What follows belongs to an exercise in optimizing a design on an open flow for small area; a production flow would make more cautious choices.
The RTL was checked by simulation tests, not by an equivalence proof against the original design.
No activity file was given, so power comes from the tool's default toggle rates.

$ cat flow/design.v
`default_nettype none
package rv_pkg;
  typedef logic [31:0] instr;     
  typedef logic [4:0]  reg_idx;
  typedef logic [31:0] gpreg;     
  typedef enum logic [3:0] {
    INSTR_LOAD,
    INSTR_MISC_MEM,
    INSTR_OP_IMM,
    INSTR_AUIPC,
    INSTR_STORE,
    INSTR_OP,
    INSTR_LUI,
    INSTR_BRANCH,
    INSTR_JALR,
    INSTR_JAL,
    INSTR_SYSTEM,
    INSTR_INVAL
  } instr_op;
  typedef struct packed {
    instr_op     op;
    logic [24:0] body;    
  } fq_entry;
endpackage
`default_nettype wire
`default_nettype none
`timescale 1ns/10ps
module fetch_queue (
  input  logic            clk,
  input  logic            rst_n,
  input  logic            flush,
  input  logic            instr_valid,
  output logic            instr_ready,
  input  rv_pkg::instr    instr,
  output logic            fq_valid,
  input  logic            fq_ready,
  output rv_pkg::fq_entry fq_head
);
  rv_pkg::fq_entry mem0, mem1;
  rv_pkg::fq_entry wr_entry;
  logic            has0;      
  logic            full;      
  logic            push;
  logic            pop;
  function automatic rv_pkg::instr_op decode_op(input rv_pkg::instr i);
    decode_op = rv_pkg::INSTR_INVAL;
    if (i[1:0] == 2'b11) begin
      case (i[6:2])
        5'b00000: decode_op = rv_pkg::INSTR_LOAD;
        5'b00011: decode_op = rv_pkg::INSTR_MISC_MEM;
        5'b00100: decode_op = rv_pkg::INSTR_OP_IMM;
        5'b00101: decode_op = rv_pkg::INSTR_AUIPC;
        5'b01000: decode_op = rv_pkg::INSTR_STORE;
        5'b01100: decode_op = rv_pkg::INSTR_OP;
        5'b01101: decode_op = rv_pkg::INSTR_LUI;
        5'b11000: decode_op = rv_pkg::INSTR_BRANCH;
        5'b11001: decode_op = rv_pkg::INSTR_JALR;
        5'b11011: decode_op = rv_pkg::INSTR_JAL;
        5'b11100: decode_op = rv_pkg::INSTR_SYSTEM;
        default:  decode_op = rv_pkg::INSTR_INVAL;
      endcase
    end
  endfunction
  assign wr_entry.op   = decode_op(instr);
  assign wr_entry.body = instr[31:7];
  assign instr_ready = !full && !flush;
  assign fq_valid    = has0;
  assign fq_head     = mem0;
  assign push = instr_valid && instr_ready;
  assign pop  = fq_valid && fq_ready;
  always_ff @(posedge clk) begin
    if (!rst_n || flush) begin
      has0 <= 1'b0;
      full <= 1'b0;
    end else begin
      has0 <= push || (has0 && !pop) || full;
      full <= (has0 && !pop && push) || (full && !pop);
    end
  end
  always_ff @(posedge clk) begin
    if (pop || !has0)
      mem0 <= full ? mem1 : wr_entry;
    if (pop || !full)
      mem1 <= wr_entry;
  end
endmodule
`default_nettype wire
`default_nettype none
`timescale 1ns/10ps
module instr_decode (
  input  rv_pkg::fq_entry e,
  output rv_pkg::reg_idx  rs1,
  output rv_pkg::reg_idx  rs2,
  output rv_pkg::reg_idx  rd,
  output rv_pkg::gpreg    imm,
  output logic [2:0]      funct3
);
  logic [31:0] i;
  logic        fmt_u, fmt_j, fmt_s, fmt_b, fmt_r;
  logic        has_rs1, has_rs2, has_rd;
  assign i = {e.body, 7'b0};
  assign fmt_u = (e.op == rv_pkg::INSTR_AUIPC) || (e.op == rv_pkg::INSTR_LUI);
  assign fmt_j = (e.op == rv_pkg::INSTR_JAL);
  assign fmt_s = (e.op == rv_pkg::INSTR_STORE);
  assign fmt_b = (e.op == rv_pkg::INSTR_BRANCH);
  assign fmt_r = (e.op == rv_pkg::INSTR_OP);
  assign has_rs1 = !(fmt_u || fmt_j);
  assign has_rs2 = fmt_r || fmt_s || fmt_b;
  assign has_rd  = !(fmt_s || fmt_b);
  assign rs1    = has_rs1 ? i[19:15] : '0;
  assign rs2    = has_rs2 ? i[24:20] : '0;
  assign rd     = has_rd  ? i[11:7]  : '0;
  assign funct3 = i[14:12];
  always_comb begin
    if (fmt_u)
      imm = {i[31:12], 12'b0};
    else if (fmt_j)
      imm = {{12{i[31]}}, i[19:12], i[20], i[30:21], 1'b0};
    else if (fmt_s)
      imm = {{20{i[31]}}, i[31:25], i[11:7]};
    else if (fmt_b)
      imm = {{20{i[31]}}, i[7], i[30:25], i[11:8], 1'b0};
    else
      imm = {{20{i[31]}}, i[31:20]};
  end
endmodule
`default_nettype wire
`default_nettype none
module instr_src_decode (
  input  rv_pkg::fq_entry e,
  output rv_pkg::reg_idx  rs1,
  output rv_pkg::reg_idx  rs2,
  output logic            has_rs1,
  output logic            has_rs2
);
  assign has_rs1 = !((e.op == rv_pkg::INSTR_AUIPC) || (e.op == rv_pkg::INSTR_LUI) ||
                     (e.op == rv_pkg::INSTR_JAL));
  assign has_rs2 = (e.op == rv_pkg::INSTR_OP) || (e.op == rv_pkg::INSTR_STORE) ||
                   (e.op == rv_pkg::INSTR_BRANCH);
  assign rs1 = e.body[12:8];    
  assign rs2 = e.body[17:13];   
endmodule
`default_nettype wire
`default_nettype none
`timescale 1ns/10ps
module reg_file (
  input  logic           clk,
  input  logic           rst_n,
  input  rv_pkg::reg_idx rf_rs_idx0,
  input  rv_pkg::reg_idx rf_rs_idx1,
  input  logic           rf_rs_en0,       
  input  logic           rf_rs_en1,
  output rv_pkg::gpreg   rf_rs_val0,
  output rv_pkg::gpreg   rf_rs_val1,
  input  logic           wb_en,
  input  rv_pkg::reg_idx wb_rd,
  input  rv_pkg::gpreg   wb_data
);
  localparam int N = 32;
  logic [3:0]         p;                 
  logic [N-1:1]       wen;               
  logic [31:0]        wd_p_lo;           
  logic [31:0]        wd_p_hi;           
  logic [31:0]        q [N-1:1];
  logic [(N-1)*32-1:0] q_flat;           
  logic [31:0]        d [N-1:1];
  always_ff @(posedge clk) begin
    if (!rst_n)
      p <= '0;
    else
      p <= ~p;
  end
  for (genvar b = 0; b < 32; b++) begin : g_col
    rf_xor2 i_wd_lo (.a(wb_data[b]), .b(p[b / 16]),     .y(wd_p_lo[b]));
    rf_xor2 i_wd_hi (.a(wb_data[b]), .b(p[2 + b / 16]), .y(wd_p_hi[b]));
  end
  for (genvar r = 1; r < N; r++) begin : g_row
    logic [1:0] set_row;    
    logic [1:0] keep_n;     
    assign wen[r] = wb_en && (wb_rd == r);
    for (genvar h = 0; h < 2; h++) begin : g_half
      rf_row_drive i_drv (
        .wen     (wen[r]),
        .rst_n   (rst_n),
        .set_row (set_row[h]),
        .keep_n  (keep_n[h])
      );
    end
    for (genvar b = 0; b < 32; b++) begin : g_bit
      rf_oai22 i_next (
        .a1 (q[r][b]),
        .a2 (set_row[b / 16]),
        .b1 (keep_n[b / 16]),
        .b2 ((r < 16) ? wd_p_lo[b] : wd_p_hi[b]),
        .y  (d[r][b])
      );
    end
    always_ff @(posedge clk)
      q[r] <= d[r];
    assign q_flat[(r-1)*32 +: 32] = q[r];
  end
  rf_read_port i_read0 (
    .idx   (rf_rs_idx0),
    .en    (rf_rs_en0),
    .wb_en (wb_en),
    .wb_rd (wb_rd),
    .q     (q_flat),
    .wd_p  (wd_p_lo),
    .p     (p[0]),
    .val   (rf_rs_val0)
  );
  rf_read_port i_read1 (
    .idx   (rf_rs_idx1),
    .en    (rf_rs_en1),
    .wb_en (wb_en),
    .wb_rd (wb_rd),
    .q     (q_flat),
    .wd_p  (wd_p_hi),
    .p     (p[0]),
    .val   (rf_rs_val1)
  );
endmodule
module rf_row_drive (
  input  logic wen,
  input  logic rst_n,
  output logic set_row,
  output logic keep_n
);
  assign set_row = wen || !rst_n;
  assign keep_n  = !(wen && rst_n);
endmodule
module rf_read_port (
  input  rv_pkg::reg_idx idx,
  input  logic           en,
  input  logic           wb_en,
  input  rv_pkg::reg_idx wb_rd,
  input  logic [991:0]   q,
  input  rv_pkg::gpreg   wd_p,
  input  logic           p,
  output rv_pkg::gpreg   val
);
  logic [31:0] sel_lo;    
  logic [31:0] sel_hi;    
  logic        pz;
  rf_read_decode i_dec (
    .idx    (idx),
    .en     (en),
    .wb_en  (wb_en),
    .wb_rd  (wb_rd),
    .p      (p),
    .sel_lo (sel_lo),
    .sel_hi (sel_hi),
    .pz     (pz)
  );
  for (genvar b = 0; b < 32; b++) begin : g_bit
    logic [31:0] col;
    for (genvar r = 0; r < 31; r++) begin : g_col
      assign col[r] = q[r*32 + b];
    end
    assign col[31] = wd_p[b];
    rf_read_bit i_bit (
      .sel (b < 16 ? sel_lo : sel_hi),
      .col (col),
      .p   (pz),
      .y   (val[b])
    );
  end
endmodule
module rf_read_decode (
  input  rv_pkg::reg_idx idx,
  input  logic           en,
  input  logic           wb_en,
  input  rv_pkg::reg_idx wb_rd,
  input  logic           p,
  output logic [31:0]    sel_lo,
  output logic [31:0]    sel_hi,
  output logic           pz
);
  logic [3:0] lo;
  logic [7:0] hi;
  logic       byp;
  logic       nz;
  assign nz  = en && (idx != '0);
  assign byp = nz && wb_en && (wb_rd == idx);
  assign pz  = nz && p;
  for (genvar k = 0; k < 4; k++) begin : g_lo
    assign lo[k] = (idx[1:0] == k);
  end
  for (genvar m = 0; m < 8; m++) begin : g_hi
    assign hi[m] = (idx[4:2] == m) && en && !byp;
  end
  for (genvar r = 1; r < 32; r++) begin : g_sel
    rf_and2 i_sel_lo (.a(lo[r % 4]), .b(hi[r / 4]), .y(sel_lo[r-1]));
    rf_and2 i_sel_hi (.a(lo[r % 4]), .b(hi[r / 4]), .y(sel_hi[r-1]));
  end
  assign sel_lo[31] = byp;
  assign sel_hi[31] = byp;
endmodule
module rf_read_bit (
  input  logic [31:0] sel,
  input  logic [31:0] col,
  input  logic        p,
  output logic        y
);
  logic [11:0] t_n;
  logic [2:0]  g;
  logic        any;
  for (genvar k = 0; k < 10; k++) begin : g_aoi
    rf_aoi222 i_aoi (
      .a1 (sel[3*k]),   .a2 (col[3*k]),
      .b1 (sel[3*k+1]), .b2 (col[3*k+1]),
      .c1 (sel[3*k+2]), .c2 (col[3*k+2]),
      .y  (t_n[k])
    );
  end
  rf_nand2 i_t30 (.a(sel[30]), .b(col[30]), .y(t_n[10]));
  rf_nand2 i_t31 (.a(sel[31]), .b(col[31]), .y(t_n[11]));
  rf_nand4 i_g0 (.a(t_n[0]), .b(t_n[1]), .c(t_n[2]),  .d(t_n[3]),  .y(g[0]));
  rf_nand4 i_g1 (.a(t_n[4]), .b(t_n[5]), .c(t_n[6]),  .d(t_n[7]),  .y(g[1]));
  rf_nand4 i_g2 (.a(t_n[8]), .b(t_n[9]), .c(t_n[10]), .d(t_n[11]), .y(g[2]));
  rf_or3   i_any (.a(g[0]), .b(g[1]), .c(g[2]), .y(any));
  rf_xor2  i_out (.a(any), .b(p), .y(y));
endmodule
module rf_oai22 (
  input  logic a1, a2, b1, b2,
  output logic y
);
  assign y = !((a1 || a2) && (b1 || b2));
endmodule
module rf_aoi222 (
  input  logic a1, a2, b1, b2, c1, c2,
  output logic y
);
  assign y = !((a1 && a2) || (b1 && b2) || (c1 && c2));
endmodule
module rf_nand2 (
  input  logic a, b,
  output logic y
);
  assign y = !(a && b);
endmodule
module rf_nand4 (
  input  logic a, b, c, d,
  output logic y
);
  assign y = !(a && b && c && d);
endmodule
module rf_or3 (
  input  logic a, b, c,
  output logic y
);
  assign y = a || b || c;
endmodule
module rf_xor2 (
  input  logic a, b,
  output logic y
);
  assign y = a ^ b;
endmodule
module rf_and2 (
  input  logic a, b,
  output logic y
);
  assign y = a && b;
endmodule
`default_nettype wire
`default_nettype none
`timescale 1ns/10ps
module decode_out_reg (
  input  logic            clk,
  input  logic            rst_n,
  input  logic            flush,
  input  logic            dec_valid,
  output logic            dec_ready,
  input  rv_pkg::fq_entry dec,
  input  rv_pkg::gpreg    dec_rs1_val,
  input  rv_pkg::gpreg    dec_rs2_val,
  output logic            out_valid,
  input  logic            out_ready,
  output rv_pkg::fq_entry out_entry,
  output rv_pkg::gpreg    out_rs1_val,
  output rv_pkg::gpreg    out_rs2_val
);
  logic load;
  assign dec_ready = !out_valid || out_ready;
  assign load      = dec_valid && dec_ready;
  always_ff @(posedge clk) begin
    if (!rst_n || flush)
      out_valid <= 1'b0;
    else if (load)
      out_valid <= 1'b1;
    else if (out_ready)
      out_valid <= 1'b0;
  end
  always_ff @(posedge clk) begin
    if (load) begin
      out_entry   <= dec;
      out_rs1_val <= dec_rs1_val;
      out_rs2_val <= dec_rs2_val;
    end
  end
endmodule
`default_nettype wire
`default_nettype none
`timescale 1ns/10ps
module rv_decode_top (
  input  logic                             clk,
  input  logic                             rst_n,
  input  logic                             flush,
  input  logic                             instr_valid,
  output logic                             instr_ready,
  input  logic [32-1:0]              instr,
  input  logic                             wb_en,
  input  logic [$clog2(32)-1:0]  wb_rd,
  input  logic [32-1:0]              wb_data,
  output logic                             out_valid,
  input  logic                             out_ready,
  output rv_pkg::instr_op                  out_op,
  output logic [$clog2(32)-1:0]  out_rs1,
  output logic [$clog2(32)-1:0]  out_rs2,
  output logic [$clog2(32)-1:0]  out_rd,
  output logic [32-1:0]              out_imm,
  output logic [2:0]                       out_funct3,
  output logic [32-1:0]              out_rs1_val,
  output logic [32-1:0]              out_rs2_val
);
  logic            fq_valid;
  logic            fq_ready;
  rv_pkg::fq_entry fq_head;
  rv_pkg::fq_entry out_entry;
  rv_pkg::reg_idx  rf_rs_idx0;
  rv_pkg::reg_idx  rf_rs_idx1;
  logic            rf_rs_en0;
  logic            rf_rs_en1;
  rv_pkg::gpreg    rf_rs_val0;
  rv_pkg::gpreg    rf_rs_val1;
  fetch_queue i_fetch_queue (
    .clk         (clk),
    .rst_n       (rst_n),
    .flush       (flush),
    .instr_valid (instr_valid),
    .instr_ready (instr_ready),
    .instr       (instr),
    .fq_valid    (fq_valid),
    .fq_ready    (fq_ready),
    .fq_head     (fq_head)
  );
  instr_src_decode i_head_decode (
    .e   (fq_head),
    .rs1 (rf_rs_idx0),
    .rs2 (rf_rs_idx1),
    .has_rs1 (rf_rs_en0),
    .has_rs2 (rf_rs_en1)
  );
  reg_file i_reg_file (
    .clk        (clk),
    .rst_n      (rst_n),
    .rf_rs_idx0 (rf_rs_idx0),
    .rf_rs_idx1 (rf_rs_idx1),
    .rf_rs_en0  (rf_rs_en0),
    .rf_rs_en1  (rf_rs_en1),
    .rf_rs_val0 (rf_rs_val0),
    .rf_rs_val1 (rf_rs_val1),
    .wb_en      (wb_en),
    .wb_rd      (wb_rd),
    .wb_data    (wb_data)
  );
  decode_out_reg i_decode_out_reg (
    .clk         (clk),
    .rst_n       (rst_n),
    .flush       (flush),
    .dec_valid   (fq_valid),
    .dec_ready   (fq_ready),
    .dec         (fq_head),
    .dec_rs1_val (rf_rs_val0),
    .dec_rs2_val (rf_rs_val1),
    .out_valid   (out_valid),
    .out_ready   (out_ready),
    .out_entry   (out_entry),
    .out_rs1_val (out_rs1_val),
    .out_rs2_val (out_rs2_val)
  );
  assign out_op = out_entry.op;
  instr_decode i_out_decode (
    .e      (out_entry),
    .rs1    (out_rs1),
    .rs2    (out_rs2),
    .rd     (out_rd),
    .imm    (out_imm),
    .funct3 (out_funct3)
  );
endmodule
`default_nettype wire
$ cat flow/flow/run.sh
#!/bin/bash
# The standard layout (standard.sh), with two changes after synthesis:
#  - ports are buffered with the smallest buffer (buf_1)
#  - the clock tree uses clkbuf_16 leaf buffers on larger sink clusters and
#    no dummy loads
# Each step's full log is in orfs/logs/; make's own output is in make_*.log.
set -euo pipefail
bash standard.sh synth > make_synth.log 2>&1
export BUFFER_PORTS_ARGS="-buffer_cell sky130_fd_sc_hd__buf_1"
export CTS_ARGS="-sink_clustering_enable -repair_clock_nets -dont_use_dummy_load -buf_list sky130_fd_sc_hd__clkbuf_16 -sink_clustering_size 24 -sink_clustering_max_diameter 80"
bash standard.sh > make_layout.log 2>&1
$ cat flow/standard.sh
#!/bin/bash
# synth_recipe.tcl (not shown) runs the flow's synth.tcl, then flattens the netlist and writes it again
# the make line also repeats each setting of config.mk as NAME=value (left out here)
make -C /OpenROAD-flow-scripts/flow DESIGN_CONFIG=/design/flow/config.mk WORK_HOME=/design/flow/orfs CLKGATE_MAP_FILE= SYNTH_SCRIPT=/design/flow/synth_recipe.tcl "${@:-finish}"
$ cat flow/config.mk
export PLATFORM = sky130hd
export DESIGN_NAME = rv_decode_top
export DESIGN_NICKNAME = rv_decode_top
export VERILOG_FILES = /design/flow/design.v
export SDC_FILE = /design/flow/constraint.sdc
export NUM_CORES = 4
export LEC_CHECK = 0
export CAP_MARGIN = 20
export CORE_MARGIN = 2
export CORE_UTILIZATION = 55
export SLEW_MARGIN = 20
export SYNTH_HIERARCHICAL = 1
$ cat flow/constraint.sdc
create_clock -name core_clock -period 5.0 [get_ports {clk}]
set_input_delay 1.0000 -clock core_clock [delete_from_list [all_inputs] [get_ports {clk}]]
set_output_delay 1.0000 -clock core_clock [all_outputs]
set_load 0.01 [all_outputs]
==> results of run 1 <==
## cell type report
type,instances,area [sq um]
flip-flops and latches,1150,24500
repair buffers,347,1910
well taps,1050,1310
multi-input cells,2685,19300
clock buffers,55,1380
diodes,5,12.5
fillers,6777,30800
inverters,12,45.0
## power groups by stage
stage               combinational (mW)  sequential, mW  clock [mW]
floorplan                         1.12            10.7           0
global placement                  1.82            10.8           0
detailed placement                1.85            10.8           0
CTS                               1.85            10.6        4.88
global route                      2.00            10.7        5.19
finish                            1.92            10.7        4.86
## state kept, by name (all words and copies together), names as in the netlist
name / cells
i_reg_file.q: 992
i_decode_out_reg.out_rs1_val: 32
i_decode_out_reg.out_rs2_val: 32
i_decode_out_reg.out_entry: 29
i_fetch_queue.mem0: 29
i_fetch_queue.mem1: 29
i_reg_file.p: 4
i_decode_out_reg.out_valid: 1
i_fetch_queue.full: 1
i_fetch_queue.has0: 1
## cell usage after synthesis, drive strengths merged (4+ instances only)
master,count,area (sq um)
nand2,207,777
xor2,141,1240
clkbuf,7,28.8
nor4,4,55.1
nand4,195,1220
nor2,43,161
inv,12,45.1
o211ai,5,42.5
nand3b,5,37.5
or3,65,407
nand3,20,100
dfxtp,999,20000
mux2,27,312
a222oi,640,6410
nor2b,26,170
a21oi,25,133
nand4b,5,43.8
and2,144,903
o21ai,4,20.0
edfxtp,151,4530
buf,37,269
nand2b,70,445
a21o,11,82.6
a31oi,15,93.8
o2111ai,8,70.1
o22ai,993,6220
## modules after synthesis, one instance, submodules excluded, excerpt
module / area (sq um) / copies in the design / flip-flops and latches
rf_and2: 6.26 / 124 / 0
rf_row_drive: 10.0 / 62 / 0
rf_oai22: 6.26 / 992 / 0
instr_src_decode: 114 / 1 / 0
decode_out_reg: 2850 / 1 / 94
rf_nand2: 3.75 / 128 / 0
instr_decode: 813 / 1 / 0
rf_aoi222: 10.0 / 640 / 0
fetch_queue: 2400 / 1 / 60
## cell families (layout without fill, tap and decap cells)
kind of cell / after synthesis / after routing / synth area share (%)
AND/OR/NAND/NOR: 798 / 798 / 10.1
AO/OA/AOI/OAI: 1717 / 1717 / 30.0
multiplexers: 27 / 27 / 0.706
XOR/XNOR: 141 / 141 / 2.82
flip-flops: 1150 / 1150 / 55.6
other: 0 / 5 / 0
buffers and inverters: 56 / 414 / 0.777
adder cells (fa/ha/maj): 2 / 2 / 0.0567
## critical path, cell delays in order, from the launching register on
cell and delay (ns):
edfxtp_1 0.45, xor2_1 0.17, a32oi_1 0.53, nand2_1 0.13, a211oi_2 0.17, buf_4 0.21
a21oi_1 0.22, and2_1 0.41, buf_4 0.25, a222oi_1 0.74, nand4_1 0.31, or3_1 0.45
xor2_1 0.15
## metrics by stage
step	instance area [sq um]	setup slack [ns]	util [%]	hold WS, ns	std cells
3_3_place_gp	47100	0.403	59.4	0.401	5244
2_1_floorplan	44100	1.37	-	0.400	3891
6_report	48500	0.539	61.1	0.417	5304
3_5_place_dp	47100	0.402	59.4	0.405	5244
5_1_grt	48400	0.506	61.1	0.428	5299
4_1_cts	48400	0.771	61.1	0.422	5299
## metal layers
| metal | up-vias | track usage, % | routed length (microns) |
|---|---|---|---|
| li1 | 17900 | - | - |
| met5 | - | 0 | 25 |
| met2 | 3511 | 63.7 | 78900 |
| met3 | 723 | 7.78 | 21900 |
| met4 | 4 | 30.0 | 16100 |
| met1 | 21100 | 56.3 | 67100 |
## worst paths after layout
check | depth (start not counted) | slack [ns] | start | end
max | 12 | 0.54 | i_fetch_queue.mem0[28] | i_decode_out_reg.out_rs1_val[1]
min | 0 | 0.42 | i_fetch_queue.mem0[5] | i_decode_out_reg.out_entry[5]
max reg2reg | 12 | 0.54 | i_fetch_queue.mem0[28] | i_decode_out_reg.out_rs1_val[1]
min reg2reg | 0 | 0.42 | i_fetch_queue.mem0[5] | i_decode_out_reg.out_entry[5]
==> impl_metrics.ini, run 1 <==
[run_status]
status = complete, no violations

[clocking]
cts_tree = built
clkTransAtPathRegs_ns = 0.09
clock-root-buffer = clkbuf_16
clock_path_buffers = 3
ctsResizeCount = 0
clkLatencyLatePin_ns = 0.67
numCtsBuffers = 55
clock_sinks = 1150
post_cts_buffers = 0
h-tree-depth = 2
cts_hold_buffers = 0

[pwr]
p_int_mw = 12.7
swShare_pct = 27.1
max-vdd-ir-drop_v = 0.000295
p_per_area_nw_per_um2 = 360
p_leak_nw = 17.2
pwr-share-comb_pct = 11.0
p_switching_mw = 4.72
seq_power_share_pct = 61.2
power_mw = 17.5
clockPowerShare_pct = 27.9

[logic_synthesis]
synth_cell_types = 60
yosysWarnings = 13
synth_area_sq_um = 44100
ys_ff_latch = 1150
synth_area_per_cell_sq_um = 11.3
netlist_instances = 3891
synth_edf_count = 151
ys_seq_area_share_pct = 55.6
synth_flop_cell = dfxtp_1
syn_nets = 3968
ys_async_sr_fraction_pct = 0

[layout]
num-nets-final = 4328
drive_gt1_share_pct = 6.02
layout_common_cells = dfxtp_1 (999), o22ai_1 (992), a222oi_1 (640)
syn2layout_area_growth_pct = 9.83
layout_commonest_cell = dfxtp_1

[sta]
worst_slew_margin_rel_pct = 20.1
min_period_ns = 4.46
rsz0062_at_grt = false
max_freq_ghz = 0.224
worst_slew_pin_slew_ns = 1.20
fin_skew_ns = 0.0374
slew_violations = 0
setup_viol = 0
hold_violations = 0
fin_crit_sh_pct = 89.2
finalSetupTns_ns = 0

[worst_setup_path]
critPathKind = register to register
crit_required_ns = 5.39
cp.arrival_ns = 4.85
crit_path_start_kind = register
cp-end-kind = register
critPathMaxFanout = 13

[detailed_routing]
vias = 43200
dr.pass1.iters = 14
avgRoutedWirePerCell_microns = 34.7
remaining_drc_errors = 0
final_antenna_net_count = 0
drt_iter0_markers = 9596
wl_microns = 184000
vias_per_cell = 8.15

[placement]
dp_hpwl_microns = 121000
portBuffers = 194
gp_congestion = 0.995

[die]
core_sq_um = 79300
start_util_pct = 55.7
die_area_sq_um = 82500
fp.dieW_microns = 287
rows = 103
boundaryPins = 195
die_y_microns = 287

[global_routing]
grt_max_degree = 62
grt_use_total_pct = 42.8
grt_pass1_vias = 39300
grt_overflow = 0
grt_pass1_wl_microns = 265000
antenna_found_initial = 7

[worst_hold_path]
worstHoldPathType = register to register

[job]
maxCapViolCount = 0
==> run 2: changes to the inputs <==
--- a/flow/design.v
+++ b/flow/design.v
@@ -77,13 +77,32 @@
       full <= (has0 && !pop && push) || (full && !pop);
     end
   end
+  logic            keep0, take1, take_in;
+  rv_pkg::fq_entry next0;
+  assign keep0   = has0 && !pop;
+  assign take1   = pop && full;
+  assign take_in = !keep0 && !full;
+  for (genvar b = 0; b < 29; b++) begin : g_next0
+    fq_sel3 i_sel (
+      .s0 (keep0),   .d0 (mem0[b]),
+      .s1 (take1),   .d1 (mem1[b]),
+      .s2 (take_in), .d2 (wr_entry[b]),
+      .y  (next0[b])
+    );
+  end
+  always_ff @(posedge clk)
+    mem0 <= next0;
   always_ff @(posedge clk) begin
-    if (pop || !has0)
-      mem0 <= full ? mem1 : wr_entry;
     if (pop || !full)
       mem1 <= wr_entry;
   end
 endmodule
+module fq_sel3 (
+  input  logic s0, d0, s1, d1, s2, d2,
+  output logic y
+);
+  assign y = (s0 && d0) || (s1 && d1) || (s2 && d2);
+endmodule
 `default_nettype wire
 `default_nettype none
 `timescale 1ns/10ps
@@ -96,33 +115,57 @@
   output logic [2:0]      funct3
 );
   logic [31:0] i;
-  logic        fmt_u, fmt_j, fmt_s, fmt_b, fmt_r;
-  logic        has_rs1, has_rs2, has_rd;
+  logic        fmt_u, fmt_j, fmt_b, fmt_s, fmt_r;
+  logic        fmt_uj, fmt_sb, not_u, not_uj, not_sb, has_rs2, fmt_ij;
+  logic        sext_u, sext_uj;
   assign i = {e.body, 7'b0};
-  assign fmt_u = (e.op == rv_pkg::INSTR_AUIPC) || (e.op == rv_pkg::INSTR_LUI);
-  assign fmt_j = (e.op == rv_pkg::INSTR_JAL);
-  assign fmt_s = (e.op == rv_pkg::INSTR_STORE);
-  assign fmt_b = (e.op == rv_pkg::INSTR_BRANCH);
-  assign fmt_r = (e.op == rv_pkg::INSTR_OP);
-  assign has_rs1 = !(fmt_u || fmt_j);
-  assign has_rs2 = fmt_r || fmt_s || fmt_b;
-  assign has_rd  = !(fmt_s || fmt_b);
-  assign rs1    = has_rs1 ? i[19:15] : '0;
-  assign rs2    = has_rs2 ? i[24:20] : '0;
-  assign rd     = has_rd  ? i[11:7]  : '0;
+  assign fmt_u  = (e.op == rv_pkg::INSTR_AUIPC) || (e.op == rv_pkg::INSTR_LUI);
+  assign fmt_j  = (e.op == rv_pkg::INSTR_JAL);
+  assign fmt_s  = (e.op == rv_pkg::INSTR_STORE);
+  assign fmt_b  = (e.op == rv_pkg::INSTR_BRANCH);
+  assign fmt_r  = (e.op == rv_pkg::INSTR_OP);
+  assign fmt_uj = fmt_u || fmt_j;
+  assign fmt_sb = fmt_s || fmt_b;
+  assign not_u  = !fmt_u;
+  assign not_uj = !fmt_uj;
+  assign not_sb = !fmt_sb;
+  assign fmt_ij = !(fmt_u || fmt_sb);    
+  assign has_rs2 = fmt_r || fmt_sb;
+  assign sext_u  = not_u  && i[31];
+  assign sext_uj = not_uj && i[31];
   assign funct3 = i[14:12];
-  always_comb begin
-    if (fmt_u)
-      imm = {i[31:12], 12'b0};
-    else if (fmt_j)
-      imm = {{12{i[31]}}, i[19:12], i[20], i[30:21], 1'b0};
-    else if (fmt_s)
-      imm = {{20{i[31]}}, i[31:25], i[11:7]};
-    else if (fmt_b)
-      imm = {{20{i[31]}}, i[7], i[30:25], i[11:8], 1'b0};
-    else
-      imm = {{20{i[31]}}, i[31:20]};
+  for (genvar k = 0; k < 5; k++) begin : g_reg
+    rf_and2 i_rs1 (.a(not_uj),  .b(i[15 + k]), .y(rs1[k]));
+    rf_and2 i_rs2 (.a(has_rs2), .b(i[20 + k]), .y(rs2[k]));
+    rf_and2 i_rd  (.a(not_sb),  .b(i[7 + k]),  .y(rd[k]));
+  end
+  assign imm[31] = i[31];
+  for (genvar k = 20; k < 31; k++) begin : g_imm_hi
+    dec_a21o i_bit (.a1(fmt_u), .a2(i[k]), .b1(sext_u), .y(imm[k]));
+  end
+  for (genvar k = 12; k < 20; k++) begin : g_imm_mid
+    dec_a21o i_bit (.a1(fmt_uj), .a2(i[k]), .b1(sext_uj), .y(imm[k]));
   end
+  assign imm[11] = fmt_u ? 1'b0 : fmt_j ? i[20] : fmt_b ? i[7] : i[31];
+  for (genvar k = 5; k < 11; k++) begin : g_imm_lo
+    rf_and2 i_bit (.a(not_u), .b(i[20 + k]), .y(imm[k]));
+  end
+  for (genvar k = 1; k < 5; k++) begin : g_imm_low
+    dec_a22o i_bit (.a1(fmt_sb), .a2(i[7 + k]), .b1(fmt_ij), .b2(i[20 + k]), .y(imm[k]));
+  end
+  assign imm[0] = (fmt_u || fmt_j || fmt_b) ? 1'b0 : fmt_s ? i[7] : i[20];
+endmodule
+module dec_a21o (
+  input  logic a1, a2, b1,
+  output logic y
+);
+  assign y = (a1 && a2) || b1;
+endmodule
+module dec_a22o (
+  input  logic a1, a2, b1, b2,
+  output logic y
+);
+  assign y = (a1 && a2) || (b1 && b2);
 endmodule
 `default_nettype wire
 `default_nettype none
@@ -150,6 +193,9 @@
   input  rv_pkg::reg_idx rf_rs_idx1,
   input  logic           rf_rs_en0,       
   input  logic           rf_rs_en1,
+  input  logic           hold,            
+  input  rv_pkg::gpreg   hold_val0,       
+  input  rv_pkg::gpreg   hold_val1,
   output rv_pkg::gpreg   rf_rs_val0,
   output rv_pkg::gpreg   rf_rs_val1,
   input  logic           wb_en,
@@ -171,8 +217,11 @@
       p <= ~p;
   end
   for (genvar b = 0; b < 32; b++) begin : g_col
-    rf_xor2 i_wd_lo (.a(wb_data[b]), .b(p[b / 16]),     .y(wd_p_lo[b]));
-    rf_xor2 i_wd_hi (.a(wb_data[b]), .b(p[2 + b / 16]), .y(wd_p_hi[b]));
+    logic wd_n_lo, wd_n_hi;
+    rf_xnor2 i_wdn_lo (.a(wb_data[b]), .b(p[b / 16]),     .y(wd_n_lo));
+    rf_xnor2 i_wdn_hi (.a(wb_data[b]), .b(p[2 + b / 16]), .y(wd_n_hi));
+    rf_inv   i_wd_lo  (.a(wd_n_lo), .y(wd_p_lo[b]));
+    rf_inv   i_wd_hi  (.a(wd_n_hi), .y(wd_p_hi[b]));
   end
   for (genvar r = 1; r < N; r++) begin : g_row
     logic [1:0] set_row;    
@@ -202,6 +251,8 @@
   rf_read_port i_read0 (
     .idx   (rf_rs_idx0),
     .en    (rf_rs_en0),
+    .hold  (hold),
+    .hold_val (hold_val0),
     .wb_en (wb_en),
     .wb_rd (wb_rd),
     .q     (q_flat),
@@ -212,6 +263,8 @@
   rf_read_port i_read1 (
     .idx   (rf_rs_idx1),
     .en    (rf_rs_en1),
+    .hold  (hold),
+    .hold_val (hold_val1),
     .wb_en (wb_en),
     .wb_rd (wb_rd),
     .q     (q_flat),
@@ -232,6 +285,8 @@
 module rf_read_port (
   input  rv_pkg::reg_idx idx,
   input  logic           en,
+  input  logic           hold,
+  input  rv_pkg::gpreg   hold_val,
   input  logic           wb_en,
   input  rv_pkg::reg_idx wb_rd,
   input  logic [991:0]   q,
@@ -239,12 +294,13 @@
   input  logic           p,
   output rv_pkg::gpreg   val
 );
-  logic [31:0] sel_lo;    
-  logic [31:0] sel_hi;    
+  logic [32:0] sel_lo;    
+  logic [32:0] sel_hi;    
   logic        pz;
   rf_read_decode i_dec (
     .idx    (idx),
     .en     (en),
+    .hold   (hold),
     .wb_en  (wb_en),
     .wb_rd  (wb_rd),
     .p      (p),
@@ -253,11 +309,12 @@
     .pz     (pz)
   );
   for (genvar b = 0; b < 32; b++) begin : g_bit
-    logic [31:0] col;
+    logic [32:0] col;
     for (genvar r = 0; r < 31; r++) begin : g_col
       assign col[r] = q[r*32 + b];
     end
     assign col[31] = wd_p[b];
+    assign col[32] = hold_val[b];
     rf_read_bit i_bit (
       .sel (b < 16 ? sel_lo : sel_hi),
       .col (col),
@@ -269,25 +326,26 @@
 module rf_read_decode (
   input  rv_pkg::reg_idx idx,
   input  logic           en,
+  input  logic           hold,
   input  logic           wb_en,
   input  rv_pkg::reg_idx wb_rd,
   input  logic           p,
-  output logic [31:0]    sel_lo,
-  output logic [31:0]    sel_hi,
+  output logic [32:0]    sel_lo,
+  output logic [32:0]    sel_hi,
   output logic           pz
 );
   logic [3:0] lo;
   logic [7:0] hi;
   logic       byp;
   logic       nz;
-  assign nz  = en && (idx != '0);
+  assign nz  = en && (idx != '0) && !hold;
   assign byp = nz && wb_en && (wb_rd == idx);
   assign pz  = nz && p;
   for (genvar k = 0; k < 4; k++) begin : g_lo
     assign lo[k] = (idx[1:0] == k);
   end
   for (genvar m = 0; m < 8; m++) begin : g_hi
-    assign hi[m] = (idx[4:2] == m) && en && !byp;
+    assign hi[m] = (idx[4:2] == m) && en && !hold && !byp;
   end
   for (genvar r = 1; r < 32; r++) begin : g_sel
     rf_and2 i_sel_lo (.a(lo[r % 4]), .b(hi[r / 4]), .y(sel_lo[r-1]));
@@ -295,17 +353,19 @@
   end
   assign sel_lo[31] = byp;
   assign sel_hi[31] = byp;
+  assign sel_lo[32] = hold;
+  assign sel_hi[32] = hold;
 endmodule
 module rf_read_bit (
-  input  logic [31:0] sel,
-  input  logic [31:0] col,
+  input  logic [32:0] sel,
+  input  logic [32:0] col,
   input  logic        p,
   output logic        y
 );
-  logic [11:0] t_n;
+  logic [10:0] t_n;
   logic [2:0]  g;
   logic        any;
-  for (genvar k = 0; k < 10; k++) begin : g_aoi
+  for (genvar k = 0; k < 11; k++) begin : g_aoi
     rf_aoi222 i_aoi (
       .a1 (sel[3*k]),   .a2 (col[3*k]),
       .b1 (sel[3*k+1]), .b2 (col[3*k+1]),
@@ -313,11 +373,9 @@
       .y  (t_n[k])
     );
   end
-  rf_nand2 i_t30 (.a(sel[30]), .b(col[30]), .y(t_n[10]));
-  rf_nand2 i_t31 (.a(sel[31]), .b(col[31]), .y(t_n[11]));
-  rf_nand4 i_g0 (.a(t_n[0]), .b(t_n[1]), .c(t_n[2]),  .d(t_n[3]),  .y(g[0]));
-  rf_nand4 i_g1 (.a(t_n[4]), .b(t_n[5]), .c(t_n[6]),  .d(t_n[7]),  .y(g[1]));
-  rf_nand4 i_g2 (.a(t_n[8]), .b(t_n[9]), .c(t_n[10]), .d(t_n[11]), .y(g[2]));
+  rf_nand4 i_g0 (.a(t_n[0]), .b(t_n[1]), .c(t_n[2]),  .d(t_n[3]), .y(g[0]));
+  rf_nand4 i_g1 (.a(t_n[4]), .b(t_n[5]), .c(t_n[6]),  .d(t_n[7]), .y(g[1]));
+  rf_nand3 i_g2 (.a(t_n[8]), .b(t_n[9]), .c(t_n[10]),             .y(g[2]));
   rf_or3   i_any (.a(g[0]), .b(g[1]), .c(g[2]), .y(any));
   rf_xor2  i_out (.a(any), .b(p), .y(y));
 endmodule
@@ -333,11 +391,11 @@
 );
   assign y = !((a1 && a2) || (b1 && b2) || (c1 && c2));
 endmodule
-module rf_nand2 (
-  input  logic a, b,
+module rf_nand3 (
+  input  logic a, b, c,
   output logic y
 );
-  assign y = !(a && b);
+  assign y = !(a && b && c);
 endmodule
 module rf_nand4 (
   input  logic a, b, c, d,
@@ -357,6 +415,18 @@
 );
   assign y = a ^ b;
 endmodule
+module rf_xnor2 (
+  input  logic a, b,
+  output logic y
+);
+  assign y = !(a ^ b);
+endmodule
+module rf_inv (
+  input  logic a,
+  output logic y
+);
+  assign y = !a;
+endmodule
 module rf_and2 (
   input  logic a, b,
   output logic y
@@ -379,10 +449,12 @@
   input  logic            out_ready,
   output rv_pkg::fq_entry out_entry,
   output rv_pkg::gpreg    out_rs1_val,
-  output rv_pkg::gpreg    out_rs2_val
+  output rv_pkg::gpreg    out_rs2_val,
+  output logic            hold
 );
   logic load;
   assign dec_ready = !out_valid || out_ready;
+  assign hold      = !dec_ready;
   assign load      = dec_valid && dec_ready;
   always_ff @(posedge clk) begin
     if (!rst_n || flush)
@@ -393,11 +465,12 @@
       out_valid <= 1'b0;
   end
   always_ff @(posedge clk) begin
-    if (load) begin
-      out_entry   <= dec;
-      out_rs1_val <= dec_rs1_val;
-      out_rs2_val <= dec_rs2_val;
-    end
+    if (load)
+      out_entry <= dec;
+  end
+  always_ff @(posedge clk) begin
+    out_rs1_val <= dec_rs1_val;
+    out_rs2_val <= dec_rs2_val;
   end
 endmodule
 `default_nettype wire
@@ -432,6 +505,7 @@
   rv_pkg::reg_idx  rf_rs_idx1;
   logic            rf_rs_en0;
   logic            rf_rs_en1;
+  logic            out_hold;
   rv_pkg::gpreg    rf_rs_val0;
   rv_pkg::gpreg    rf_rs_val1;
   fetch_queue i_fetch_queue (
@@ -459,6 +533,9 @@
     .rf_rs_idx1 (rf_rs_idx1),
     .rf_rs_en0  (rf_rs_en0),
     .rf_rs_en1  (rf_rs_en1),
+    .hold       (out_hold),
+    .hold_val0  (out_rs1_val),
+    .hold_val1  (out_rs2_val),
     .rf_rs_val0 (rf_rs_val0),
     .rf_rs_val1 (rf_rs_val1),
     .wb_en      (wb_en),
@@ -478,7 +555,8 @@
     .out_ready   (out_ready),
     .out_entry   (out_entry),
     .out_rs1_val (out_rs1_val),
-    .out_rs2_val (out_rs2_val)
+    .out_rs2_val (out_rs2_val),
+    .hold        (out_hold)
   );
   assign out_op = out_entry.op;
   instr_decode i_out_decode (
--- a/flow/config.mk
+++ b/flow/config.mk
@@ -8,5 +8,6 @@
 export CAP_MARGIN = 20
 export CORE_MARGIN = 2
 export CORE_UTILIZATION = 55
+export GPL_TIMING_DRIVEN = 0
 export SLEW_MARGIN = 20
 export SYNTH_HIERARCHICAL = 1
==> impl_metrics.ini, run 2 <==
[sta]
max_freq_ghz = 0.208
slew_violations = 0
worst_slew_margin_rel_pct = 16.7
fin_skew_ns = 0.0299
min_period_ns = 4.81
worst_slew_pin_slew_ns = 1.25
hold_violations = 0
fin_crit_sh_pct = 96.3
finalSetupTns_ns = 0
hold_ws_ns = 0.437
setup_viol = 0
rsz0062_at_grt = false

[worst_hold_path]
whs_path_depth = 0
hp-start = i_fetch_queue.mem0[0]
worstHoldPathType = register to register
min_to = i_decode_out_reg.out_entry[0]

[logic_synthesis]
synth_edf_count = 58
synth_flop_cell = dfxtp_1
yosys-top-cells-area = dfxtp_1 (50%), a222oi_1 (17%), o22ai_1 (14%)
ys_seq_area_share_pct = 54.5
yosysWarnings = 12
ys_ff_latch = 1150
yosysTopAreaCell = dfxtp_1
netlist_instances = 3877
synth_top_area_share_pct = 50.4
yosys.cell_count.top_type = dfxtp_1
synthTopCellsByCount = dfxtp_1 (1092), o22ai_1 (992), a222oi_1 (733)
synth_area_per_cell_sq_um = 11.2
syn_nets = 3954
ys_async_sr_fraction_pct = 0
synth_cell_types = 56
synth_area_sq_um = 43300

[clocking]
clkTransAtPathRegs_ns = 0.10
cts_tree = built
clock_sinks = 1150
numCtsBuffers = 55
ctsResizeCount = 0
clock_path_buffers = 3
cts_hold_buffers = 0
clock-root-buffer = clkbuf_16
post_cts_buffers = 0
h-tree-depth = 2
clkLatencyLatePin_ns = 0.67

[layout]
num-nets-final = 4217
top_register = i_reg_file.q
reg.largest.list = i_reg_file.q x992, i_decode_out_reg.out_rs1_val x32, i_decode_out_reg.out_rs2_val x32
layout_common_cells = dfxtp_1 (1090), o22ai_1 (992), a222oi_1 (733)
largest_register_ffs = 992
syn2layout_area_growth_pct = 8.49
layout_commonest_cell = dfxtp_1
fin_area_sq_um = 47000
drive_gt1_share_pct = 3.00
nFillCells = 6699

[worst_setup_path]
cp.arrival_ns = 5.37
r2r_setup_slack_ns = 0.38
critPathMaxFanout = 16
ff2ff_path_depth = 10
critPathKind = primary input to register
cp-end-kind = register
crit_start = wb_rd[2]
crit_required_ns = 5.56
crit_path_start_kind = primary input
r2r-end = i_decode_out_reg.out_rs2_val[25]
r2r_start = i_fetch_queue.mem0[17]

[global_routing]
grt_pass1_wl_microns = 263000
antenna_found_initial = 17
grt_pass1_vias = 38700
grt_overflow = 0
grt_use_total_pct = 43.2
grt_max_degree = 45

[die]
rows = 102
fp.dieW_microns = 285
start_util_pct = 55.8
die_y_microns = 285
die_area_sq_um = 81100
core_sq_um = 77700
boundaryPins = 195

[detailed_routing]
vias = 42600
avgRoutedWirePerCell_microns = 35.7
final_antenna_net_count = 0
dr.pass1.iters = 14
wl_microns = 185000
drt_iter0_markers = 10300
remaining_drc_errors = 0
vias_per_cell = 8.21

[job]
maxCapViolCount = 0

[pwr]
p_leak_nw = 16.9
max-vdd-ir-drop_v = 0.000363
p_per_area_nw_per_um2 = 371

[placement]
gp_congestion = 0.984
dp_hpwl_microns = 118000
portBuffers = 194
place_area_sq_um = 45600

[run_status]
status = complete, no violations
run 2: cell types whose count changed after synthesis, sizes merged, moves of 91 or more:
cell    change
edfxtp     -93
a222oi     +93
inv        +91
nand2     -131
dfxtp      +93
run 2: final cells by class:
cell class	instances	area, sq um	share of cell area, %
Timing Repair Buffer	206	920	1.96
Multi-Input combinational cell	2591	19200	40.8
Inverter	103	387	0.822
Clock buffer	55	1380	2.93
Antenna cell	12	30.0	0.0639
Sequential cell	1150	23600	50.2
Tap cell	1040	1300	2.77
Buffer	33	231	0.492
run 2: logic make-up after synthesis:
logic type	after synthesis	share of synthesized area, %
AND/OR/NAND/NOR	658	8.86
multiplexers	2	0.0462
XOR/XNOR	141	2.85
flip-flops	1150	54.5
AO/OA/AOI/OAI	1788	32.3
buffers and inverters	136	1.43
adder cells (fa/ha/maj)	2	0.0577
run 2: worst max path at each step:
stage | slack (ns) | endpoint | depth (start not counted)
finish | 0.19 | i_decode_out_reg.out_rs2_val[25] | 9
global route | 0.23 | i_decode_out_reg.out_rs2_val[25] | 9
CTS | 0.68 | i_decode_out_reg.out_rs2_val[22] | 9
detailed placement | -0.0009 | i_decode_out_reg.out_rs2_val[22] | 9
global placement | -2.83 | i_reg_file.q[31][23] | 3
floorplan | 1.63 | i_fetch_queue.mem0[0] | 5
run 2: power breakdown:
part	internal, mW	leakage [nW]	total (mW)	switching, mW
registers	10.0	9.71	10.6	0.621
logic	0.669	6.47	1.97	1.30
clock network	1.96	0.678	4.87	2.91
run 2: worst max-delay path, stage by stage:
cell and delay [ns]:
buf_1 0.47, xor2_1 0.20, nor4_4 0.52, a21oi_1 0.50, and2_1 0.54, a222oi_1 0.71
nand4_1 0.70, or3_1 0.58, xor2_1 0.15
run 2: per-module statistics from Yosys, one instance, submodules excluded, a selection:
module            area, sq um  times used  flops+latches
instr_src_decode          114           1              0
fq_sel3                  13.8          29              0
reg_file                20200           1            996
dec_a22o                 8.76           4              0
fetch_queue              1700           1             60
rf_inv                   3.75          64              0
decode_out_reg           2220           1             94
rf_oai22                 6.26         992              0
instr_decode              297           1              0
rf_row_drive             10.0          62              0
rf_nand3                 5.00          64              0
rf_nand4                 6.26         128              0
rf_and2                  6.26         145              0
rf_aoi222                10.0         704              0
rf_read_decode            289           2              0
rf_xnor2                 8.76          64              0
run 2: routing by layer:
metal | GRT usage (%) | share of wire, % | vias up
li1 | - | - | 17800
met1 | 55.5 | 36 | 20500
met3 | 12.2 | 14 | 769
met4 | 32.4 | 9.4 | 10
met5 | 0 | 0.032 | -
met2 | 61.7 | 41 | 3570
run 2: metrics by stage:
stage          setup WS, ns  total power [mW]  std cells  utilization, %
3_5_place_dp      -0.000861              12.7       5121            58.7
2_1_floorplan          1.63              11.8       3877               -
3_3_place_gp          -2.83              12.6       5111            58.4
6_report              0.187              17.5       5190            60.5
4_1_cts               0.681              17.4       5176            60.4
5_1_grt               0.229              18.0       5179            60.5
==> run 3: changes to the inputs <==
--- a/flow/design.v
+++ b/flow/design.v
@@ -203,7 +203,8 @@
   input  rv_pkg::gpreg   wb_data
 );
   localparam int N = 32;
-  logic [3:0]         p;                 
+  logic [1:0]         p;                 
+  logic               rst;               
   logic [N-1:1]       wen;               
   logic [31:0]        wd_p_lo;           
   logic [31:0]        wd_p_hi;           
@@ -216,24 +217,20 @@
     else
       p <= ~p;
   end
+  assign rst = !rst_n;
   for (genvar b = 0; b < 32; b++) begin : g_col
-    logic wd_n_lo, wd_n_hi;
-    rf_xnor2 i_wdn_lo (.a(wb_data[b]), .b(p[b / 16]),     .y(wd_n_lo));
-    rf_xnor2 i_wdn_hi (.a(wb_data[b]), .b(p[2 + b / 16]), .y(wd_n_hi));
-    rf_inv   i_wd_lo  (.a(wd_n_lo), .y(wd_p_lo[b]));
-    rf_inv   i_wd_hi  (.a(wd_n_hi), .y(wd_p_hi[b]));
+    logic wd_n;
+    rf_xnor2 i_wdn   (.a(wb_data[b]), .b(p[b / 16]), .y(wd_n));
+    rf_nand2 i_wd_lo (.a(wd_n), .b(rst_n), .y(wd_p_lo[b]));
+    rf_nand2 i_wd_hi (.a(wd_n), .b(rst_n), .y(wd_p_hi[b]));
   end
   for (genvar r = 1; r < N; r++) begin : g_row
     logic [1:0] set_row;    
     logic [1:0] keep_n;     
     assign wen[r] = wb_en && (wb_rd == r);
     for (genvar h = 0; h < 2; h++) begin : g_half
-      rf_row_drive i_drv (
-        .wen     (wen[r]),
-        .rst_n   (rst_n),
-        .set_row (set_row[h]),
-        .keep_n  (keep_n[h])
-      );
+      rf_nor2 i_keep (.a(wen[r]), .b(rst), .y(keep_n[h]));
+      rf_inv  i_set  (.a(keep_n[h]), .y(set_row[h]));
     end
     for (genvar b = 0; b < 32; b++) begin : g_bit
       rf_oai22 i_next (
@@ -273,15 +270,6 @@
     .val   (rf_rs_val1)
   );
 endmodule
-module rf_row_drive (
-  input  logic wen,
-  input  logic rst_n,
-  output logic set_row,
-  output logic keep_n
-);
-  assign set_row = wen || !rst_n;
-  assign keep_n  = !(wen && rst_n);
-endmodule
 module rf_read_port (
   input  rv_pkg::reg_idx idx,
   input  logic           en,
@@ -421,6 +409,18 @@
 );
   assign y = !(a ^ b);
 endmodule
+module rf_nor2 (
+  input  logic a, b,
+  output logic y
+);
+  assign y = !(a || b);
+endmodule
+module rf_nand2 (
+  input  logic a, b,
+  output logic y
+);
+  assign y = !(a && b);
+endmodule
 module rf_inv (
   input  logic a,
   output logic y
--- a/flow/flow/run.sh
+++ b/flow/flow/run.sh
@@ -7,5 +7,5 @@
 set -euo pipefail
 bash standard.sh synth > make_synth.log 2>&1
 export BUFFER_PORTS_ARGS="-buffer_cell sky130_fd_sc_hd__buf_1"
-export CTS_ARGS="-sink_clustering_enable -repair_clock_nets -dont_use_dummy_load -buf_list sky130_fd_sc_hd__clkbuf_16 -sink_clustering_size 24 -sink_clustering_max_diameter 80"
+export CTS_ARGS="-sink_clustering_enable -repair_clock_nets -dont_use_dummy_load -buf_list sky130_fd_sc_hd__clkbuf_16 -sink_clustering_size 28 -sink_clustering_max_diameter 90"
 bash standard.sh > make_layout.log 2>&1
==> impl_metrics.ini, run 3 <==
[global_routing]
grt_pass1_vias = 37700
grt_overflow = 0
grt-busiest-layer = met2
gr-usage-met2_pct = 62.3
grt_max_degree = 35
use_met1_pct = 55.5
grt_use_total_pct = 41.8
grt_pass1_wl_microns = 255000
grt_use_met3_pct = 7.60
antenna_found_initial = 9

[worst_setup_path]
crit_required_ns = 5.51
cp_slowest_cell = a222oi_1
crit_path_start_kind = primary input
critPathBufInv = 1
cp_num_cells = 9
ff2ff_path_depth = 10
cp-end-kind = register
critPathMaxFanout = 16
cpMostUsedCell = xor2_1
path_cells = buf_1 > xor2_1 > nor4_4 > a21oi_1 > and2_1 > a222oi_1 > nand4_1 > or3_1 > xor2_1
cp.arrival_ns = 5.37
critPathKind = primary input to register
cpLargestDelayFamily = simple AND/OR/NAND/NOR gates
max_stage_delay_ns = 0.86

[logic_synthesis]
yosysTopAreaCell = dfxtp_1
synth_edf_count = 58
yosysWarnings = 12
ys_seq_area_share_pct = 55.0
synth_top_area_share_pct = 50.9
synth_cell_types = 56
netlist_instances = 3842
synth_area_per_cell_sq_um = 11.2
yosys.cell_count.top_type = dfxtp_1
ys_ff_latch = 1148
synthTopCellsByCount = dfxtp_1 (1090), o22ai_1 (992), a222oi_1 (733)
synth_area_sq_um = 42800
synth_flop_cell = dfxtp_1
yosys-top-cells-area = dfxtp_1 (51%), a222oi_1 (17%), o22ai_1 (14%)
syn_nets = 3919
ys_async_sr_fraction_pct = 0

[placement]
place_area_sq_um = 45500
gp_congestion = 0.973
portBuffers = 194
pre_cts_ws_ns = -0.0260
dp_hpwl_microns = 119000
dp_cells = 5101

[layout]
fin_area_sq_um = 46700
num-nets-final = 4187
layout_commonest_cell = dfxtp_1
reg.largest.list = i_reg_file.q x992, i_decode_out_reg.out_rs1_val x32, i_decode_out_reg.out_rs2_val x32
top_register = i_reg_file.q
multiInputGateArea_sq_um = 18900
nFillCells = 6709
drive_gt1_share_pct = 4.77
layout_common_cells = dfxtp_1 (1088), o22ai_1 (992), a222oi_1 (733)
fin_cells = 5154
syn2layout_area_growth_pct = 9.05
largest_register_ffs = 992
final-seq-area_sq_um = 23600

[die]
fp.dieW_microns = 283
die_area_sq_um = 80200
die_y_microns = 283
start_util_pct = 55.4
core_sq_um = 77300
rows = 102
boundaryPins = 195

[clocking]
numCtsBuffers = 47
ctsResizeCount = 0
post_cts_buffers = 0
cts_hold_buffers = 0
clock-root-buffer = clkbuf_16
clkTransAtPathRegs_ns = 0.11
clkLatencyLatePin_ns = 0.67
clock_path_buffers = 3
clock_sinks = 1148
cts_tree = built
h-tree-depth = 2

[worst_hold_path]
worstHoldPathType = register to register
whs_path_depth = 0

[run_status]
status = complete, no violations

[sta]
layout_setup_ws_ns = 0.143
setup_viol = 0
worst_slew_pin_slew_ns = 1.34
hold_ws_ns = 0.423
rsz0062_at_grt = false
max_freq_ghz = 0.206
fin_crit_sh_pct = 97.1
fin_skew_ns = 0.0563
slew_violations = 0
worst_slew_margin_rel_pct = 10.4
hold_violations = 0
finalSetupTns_ns = 0
min_period_ns = 4.86

[detailed_routing]
avgRoutedWirePerCell_microns = 34.6
drt_iter0_markers = 9367
dr.pass1.iters = 13
final_antenna_net_count = 0
vias_per_cell = 8.14
remaining_drc_errors = 0
wl_microns = 178000
vias = 42000

[pwr]
p_per_area_nw_per_um2 = 388
max-vdd-ir-drop_v = 0.000308
p_leak_nw = 17.0

[job]
maxCapViolCount = 0
-- run 3: stage by stage --
stage                     utilization, %  power (mW)
after floorplan                        -        12.6
after global placement              58.0        13.5
after detailed placement            58.9        13.6
after CTS                           60.4        18.0
after global routing                60.4        18.7
final                               60.4        18.1
-- run 3: cell families (layout without fill, tap and decap cells) --
| logic type | count (synthesis) | count (layout) | synth area share (%) |
|---|---|---|---|
| multiplexers | 2 | 2 | 0.0467 |
| AND/OR/NAND/NOR | 658 | 658 | 8.57 |
| AO/OA/AOI/OAI | 1788 | 1788 | 32.7 |
| buffers and inverters | 135 | 401 | 1.43 |
| adder cells (fa/ha/maj) | 2 | 2 | 0.0584 |
| XOR/XNOR | 109 | 109 | 2.23 |
| flip-flops | 1148 | 1148 | 55.0 |
| other | 0 | 6 | 0 |
-- run 3: Yosys stat by module (local to each module, per instance), excerpt --
module | cells inside | copies in the design | flip-flops and latches
rf_nand3 | 1 | 64 | 0
rf_xnor2 | 1 | 32 | 0
rf_inv | 1 | 62 | 0
rf_nand4 | 1 | 128 | 0
fetch_queue | 94 | 1 | 60
reg_file | 1043 | 1 | 994
decode_out_reg | 100 | 1 | 94
fq_sel3 | 2 | 29 | 0
rf_oai22 | 1 | 992 | 0
rf_nand2 | 1 | 64 | 0
rf_and2 | 1 | 145 | 0
rf_or3 | 1 | 64 | 0
rf_aoi222 | 1 | 704 | 0
instr_decode | 41 | 1 | 0
rf_xor2 | 1 | 64 | 0
-- run 3: worst register-to-register path: stages, from the launching register on --
cell and delay, ns:
dfxtp_1 0.34, buf_4 0.13, buf_2 0.17, xor2_1 0.20, nor4_4 0.52, a21oi_1 0.51, and2_1 0.56, a222oi_1 0.86
nand4_1 0.51, or3_1 0.50, xor2_1 0.15
-- run 3: path summary, 6_finish.rpt --
kind | startpoint | to | slack (ns)
worst max-delay path | wb_rd[4] | i_decode_out_reg.out_rs2_val[1] | 0.14
worst min-delay path | i_fetch_queue.mem0[0] | i_decode_out_reg.out_entry[0] | 0.42
worst max register to register | i_fetch_queue.mem0[17] | i_decode_out_reg.out_rs2_val[1] | 0.42
worst min register to register | i_fetch_queue.mem0[0] | i_decode_out_reg.out_entry[0] | 0.42
-- run 3: power by group --
group	internal, mW	leakage (nW)	switching [mW]
Clock	1.70	0.579	2.85
Sequential	10.4	9.72	0.897
Combinational	0.831	6.66	1.48
Total	12.9	17.0	5.23
-- run 3: area by class of cell --
| class | instances | share of cell area [%] |
|---|---|---|
| flip-flops and latches | 1148 | 50.4 |
| clock buffers | 47 | 2.52 |
| inverters | 102 | 0.825 |
| well taps | 1040 | 2.78 |
| plain buffers | 33 | 0.495 |
| diodes | 6 | 0.0321 |
| multi-input cells | 2559 | 40.5 |
| repair buffers | 219 | 2.44 |
-- run 3: per-layer routing --
layer | part of all wire [%] | up-vias | wire length (microns)
met5 | 0.029 | - | 51
met4 | 8.5 | 6 | 15100
met3 | 12 | 625 | 22100
met2 | 43 | 3324 | 76200
met1 | 36 | 20400 | 65000
li1 | - | 17600 | -
==> run 4: changes to the inputs <==
--- a/flow/design.v
+++ b/flow/design.v
@@ -204,7 +204,6 @@
 );
   localparam int N = 32;
   logic [1:0]         p;                 
-  logic               rst;               
   logic [N-1:1]       wen;               
   logic [31:0]        wd_p_lo;           
   logic [31:0]        wd_p_hi;           
@@ -217,19 +216,26 @@
     else
       p <= ~p;
   end
-  assign rst = !rst_n;
+  logic [3:0] rst_c;       
+  logic [3:0] rst_a;
+  logic [3:0] rst_n_c;     
+  for (genvar k = 0; k < 4; k++) begin : g_rst
+    rf_inv i_rst   (.a(rst_n),    .y(rst_c[k]));
+    rf_inv i_rst_a (.a(rst_n),    .y(rst_a[k]));
+    rf_inv i_rst_n (.a(rst_a[k]), .y(rst_n_c[k]));
+  end
   for (genvar b = 0; b < 32; b++) begin : g_col
     logic wd_n;
     rf_xnor2 i_wdn   (.a(wb_data[b]), .b(p[b / 16]), .y(wd_n));
-    rf_nand2 i_wd_lo (.a(wd_n), .b(rst_n), .y(wd_p_lo[b]));
-    rf_nand2 i_wd_hi (.a(wd_n), .b(rst_n), .y(wd_p_hi[b]));
+    rf_nand2 i_wd_lo (.a(wd_n), .b(rst_n_c[b / 8]), .y(wd_p_lo[b]));
+    rf_nand2 i_wd_hi (.a(wd_n), .b(rst_n_c[b / 8]), .y(wd_p_hi[b]));
   end
   for (genvar r = 1; r < N; r++) begin : g_row
     logic [1:0] set_row;    
     logic [1:0] keep_n;     
     assign wen[r] = wb_en && (wb_rd == r);
     for (genvar h = 0; h < 2; h++) begin : g_half
-      rf_nor2 i_keep (.a(wen[r]), .b(rst), .y(keep_n[h]));
+      rf_nor2 i_keep (.a(wen[r]), .b(rst_c[(2 * r + h) % 4]), .y(keep_n[h]));
       rf_inv  i_set  (.a(keep_n[h]), .y(set_row[h]));
     end
     for (genvar b = 0; b < 32; b++) begin : g_bit
==> impl_metrics.ini, run 4 <==
[worst_setup_path]
cpLargestDelayFamily = simple AND/OR/NAND/NOR gates
critPathMaxFanout = 16
crit_required_ns = 5.47
crit_path_start_kind = primary input
r2r_setup_slack_ns = 0.49
cpMostUsedCell = xor2_1
cp.arrival_ns = 5.31
critPathBufInv = 1
path_cells = buf_1 > xor2_1 > nor4_4 > a21oi_1 > and2_1 > a222oi_1 > nand4_1 > or3_1 > xor2_1
cp-end-kind = register
max_stage_delay_ns = 1.10
cp_slowest_cell = a222oi_1
critPathKind = primary input to register

[logic_synthesis]
ys_seq_area_share_pct = 54.9
synth_flop_cell = dfxtp_1
ys_ff_latch = 1148
syn_nets = 3930
synthTopCellsByCount = dfxtp_1 (1090), o22ai_1 (992), a222oi_1 (733)
yosys-top-cells-area = dfxtp_1 (51%), a222oi_1 (17%), o22ai_1 (14%)
synth_area_per_cell_sq_um = 11.1
yosys.cell_count.top_type = dfxtp_1
yosysWarnings = 12
synth_cell_types = 56
synth_area_sq_um = 42900
synth_top_area_share_pct = 50.9
netlist_instances = 3853
yosysTopAreaCell = dfxtp_1
ys_async_sr_fraction_pct = 0
synth_edf_count = 58

[clocking]
ctsResizeCount = 0
cts_hold_buffers = 0
h-tree-depth = 2
clkLatencyLatePin_ns = 0.65
clock_sinks = 1148
numCtsBuffers = 48
clock-root-buffer = clkbuf_16
post_cts_buffers = 0
clkTransAtPathRegs_ns = 0.10
clock_path_buffers = 3
cts_tree = built

[layout]
post-route-util_pct = 60.3
num-nets-final = 4195
top_register = i_reg_file.q
largest_register_ffs = 992
drive_gt1_share_pct = 4.57
reg.largest.list = i_reg_file.q x992, i_decode_out_reg.out_rs1_val x32, i_decode_out_reg.out_rs2_val x32
layout_commonest_cell = dfxtp_1
fin_area_sq_um = 46700
syn2layout_area_growth_pct = 8.79
fin_cells = 5165
layout_common_cells = dfxtp_1 (1089), o22ai_1 (992), a222oi_1 (733)

[sta]
setup_viol = 0
min_period_ns = 4.84
layout_setup_ws_ns = 0.158
hold_violations = 0
slew_violations = 0
fin_skew_ns = 0.0562
worst_slew_margin_rel_pct = 10.8
max_freq_ghz = 0.207
hold_ws_ns = 0.438
finalSetupTns_ns = 0
worst_slew_pin_slew_ns = 1.34
rsz0062_at_grt = false
fin_crit_sh_pct = 96.8

[pwr]
clockPowerShare_pct = 25.3
max-vdd-ir-drop_v = 0.000400
p_int_mw = 12.9
swShare_pct = 28.9
p_switching_mw = 5.25
power_mw = 18.2
seq_power_share_pct = 62.0
p_per_area_nw_per_um2 = 389
p_leak_nw = 17.0
pwr-share-comb_pct = 12.7

[placement]
pre_cts_ws_ns = -0.105
gp_congestion = 0.957
dp_hpwl_microns = 120000
place_area_sq_um = 45400
dp_cells = 5108
portBuffers = 194

[detailed_routing]
avgRoutedWirePerCell_microns = 34.9
drt_iter0_markers = 9657
vias = 42300
final_antenna_net_count = 0
vias_per_cell = 8.19
remaining_drc_errors = 0
wl_microns = 180000
dr.pass1.iters = 14

[global_routing]
grt_overflow = 0
grt_max_degree = 33
grt_pass1_vias = 37600
grt_pass1_wl_microns = 257000
antenna_found_initial = 3
grt_use_total_pct = 42.2

[die]
fp.dieW_microns = 283
core_sq_um = 77300
die_area_sq_um = 80200
start_util_pct = 55.5
die_y_microns = 283
rows = 102
boundaryPins = 195

[job]
maxCapViolCount = 0

[run_status]
status = complete, no violations

[worst_hold_path]
worstHoldPathType = register to register
-- run 4: cell count changes after synthesis --
cell     change
inv_1       +11
nor2_1       -2
nor2b_1      +2
-- run 4: final cells by class --
class	instances	area [sq um]
multi-input cells	2559	18900
plain buffers	33	231
repair buffers	215	1010
diodes	9	22.5
clock buffers	48	1200
fillers	6787	30700
well taps	1040	1300
flip-flops and latches	1148	23600
inverters	113	424
-- run 4: modules after synthesis, one instance, submodules excluded, a selection --
module	copies in the design	cells	area, sq um	flip-flops and latches
rf_nand3	64	1	5.00	0
instr_decode	1	41	297	0
fq_sel3	29	2	13.8	0
rf_read_decode	2	43	289	0
rf_or3	64	1	6.26	0
reg_file	1	1042	20100	994
-- run 4: power by group through the flow --
stage	combinational [mW]	clock (mW)	sequential [mW]
final	2.31	4.59	11.3
after global routing	2.42	4.91	11.4
after CTS	2.22	4.61	11.2
after detailed placement	2.23	0	11.4
after global placement	2.13	0	11.4
after floorplan	1.37	0	11.2
-- run 4: cell families (layout without fill, tap and decap cells) --
| kind of cell | after synthesis | in the layout | share of synthesized area, % |
|---|---|---|---|
| adder cells (fa/ha/maj) | 2 | 2 | 0.0583 |
| AO/OA/AOI/OAI | 1788 | 1788 | 32.6 |
| other | 0 | 9 | 0 |
| buffers and inverters | 146 | 409 | 1.53 |
| AND/OR/NAND/NOR | 658 | 658 | 8.58 |
| multiplexers | 2 | 2 | 0.0467 |
| flip-flops | 1148 | 1148 | 54.9 |
| XOR/XNOR | 109 | 109 | 2.23 |
-- run 4: per-layer routing --
layer / vias to the layer above / wire [microns] / share of wire (%) / global-route usage (%)
met5: - / 0 / 0 / 0
met4: 0 / 15800 / 8.8 / 29.4
met3: 634 / 23100 / 13 / 8.17
met2: 3464 / 76200 / 42 / 62.4
met1: 20500 / 65200 / 36 / 55.8
li1: 17700 / - / - / -
-- run 4: worst paths after layout --
kind                            cells past startpoint                   start                               to
worst min-delay path                                0   i_fetch_queue.mem0[2]    i_decode_out_reg.out_entry[2]
worst min register to register                      0   i_fetch_queue.mem0[2]    i_decode_out_reg.out_entry[2]
worst max-delay path                                9                wb_rd[4]  i_decode_out_reg.out_rs2_val[3]
worst max register to register                     10  i_fetch_queue.mem0[17]  i_decode_out_reg.out_rs2_val[3]

[afterwards: timing with drivers on the ports]
Ports are ideal in the flow. The routed layouts listed here were re-timed in OpenROAD. Step 1: set_driving_cell puts a clkbuf_16 on clk and a buf_2 on each other input, an assumption about the parent block. Step 2 also shifts input and output timing later by t, the mid clock arrival at the registers, as if the neighbouring blocks saw the same clock. Slacks: ideal / step 1 / step 2; pairs: ideal / step 1.
run | t, ns | setup slack, ns | slew at the worst register clock pin (ns)
run 1 | 0.731 | 0.539 / 0.539 / 0.163 | 0.10 / 0.10
run 2 | 0.718 | 0.187 / 0.101 / -0.617 | 0.10 / 0.10
run 3 | 0.715 | 0.143 / 0.157 / -0.558 | 0.11 / 0.11
run 4 | 0.702 | 0.158 / 0.130 / -0.572 | 0.11 / 0.11
With both steps, setup timing fails in run 2, run 3 and run 4, where it was met with ideal ports. For run 2, which loses most, drivers alone change the setup slack by -0.086 ns; drivers and shift together by -0.804 ns.
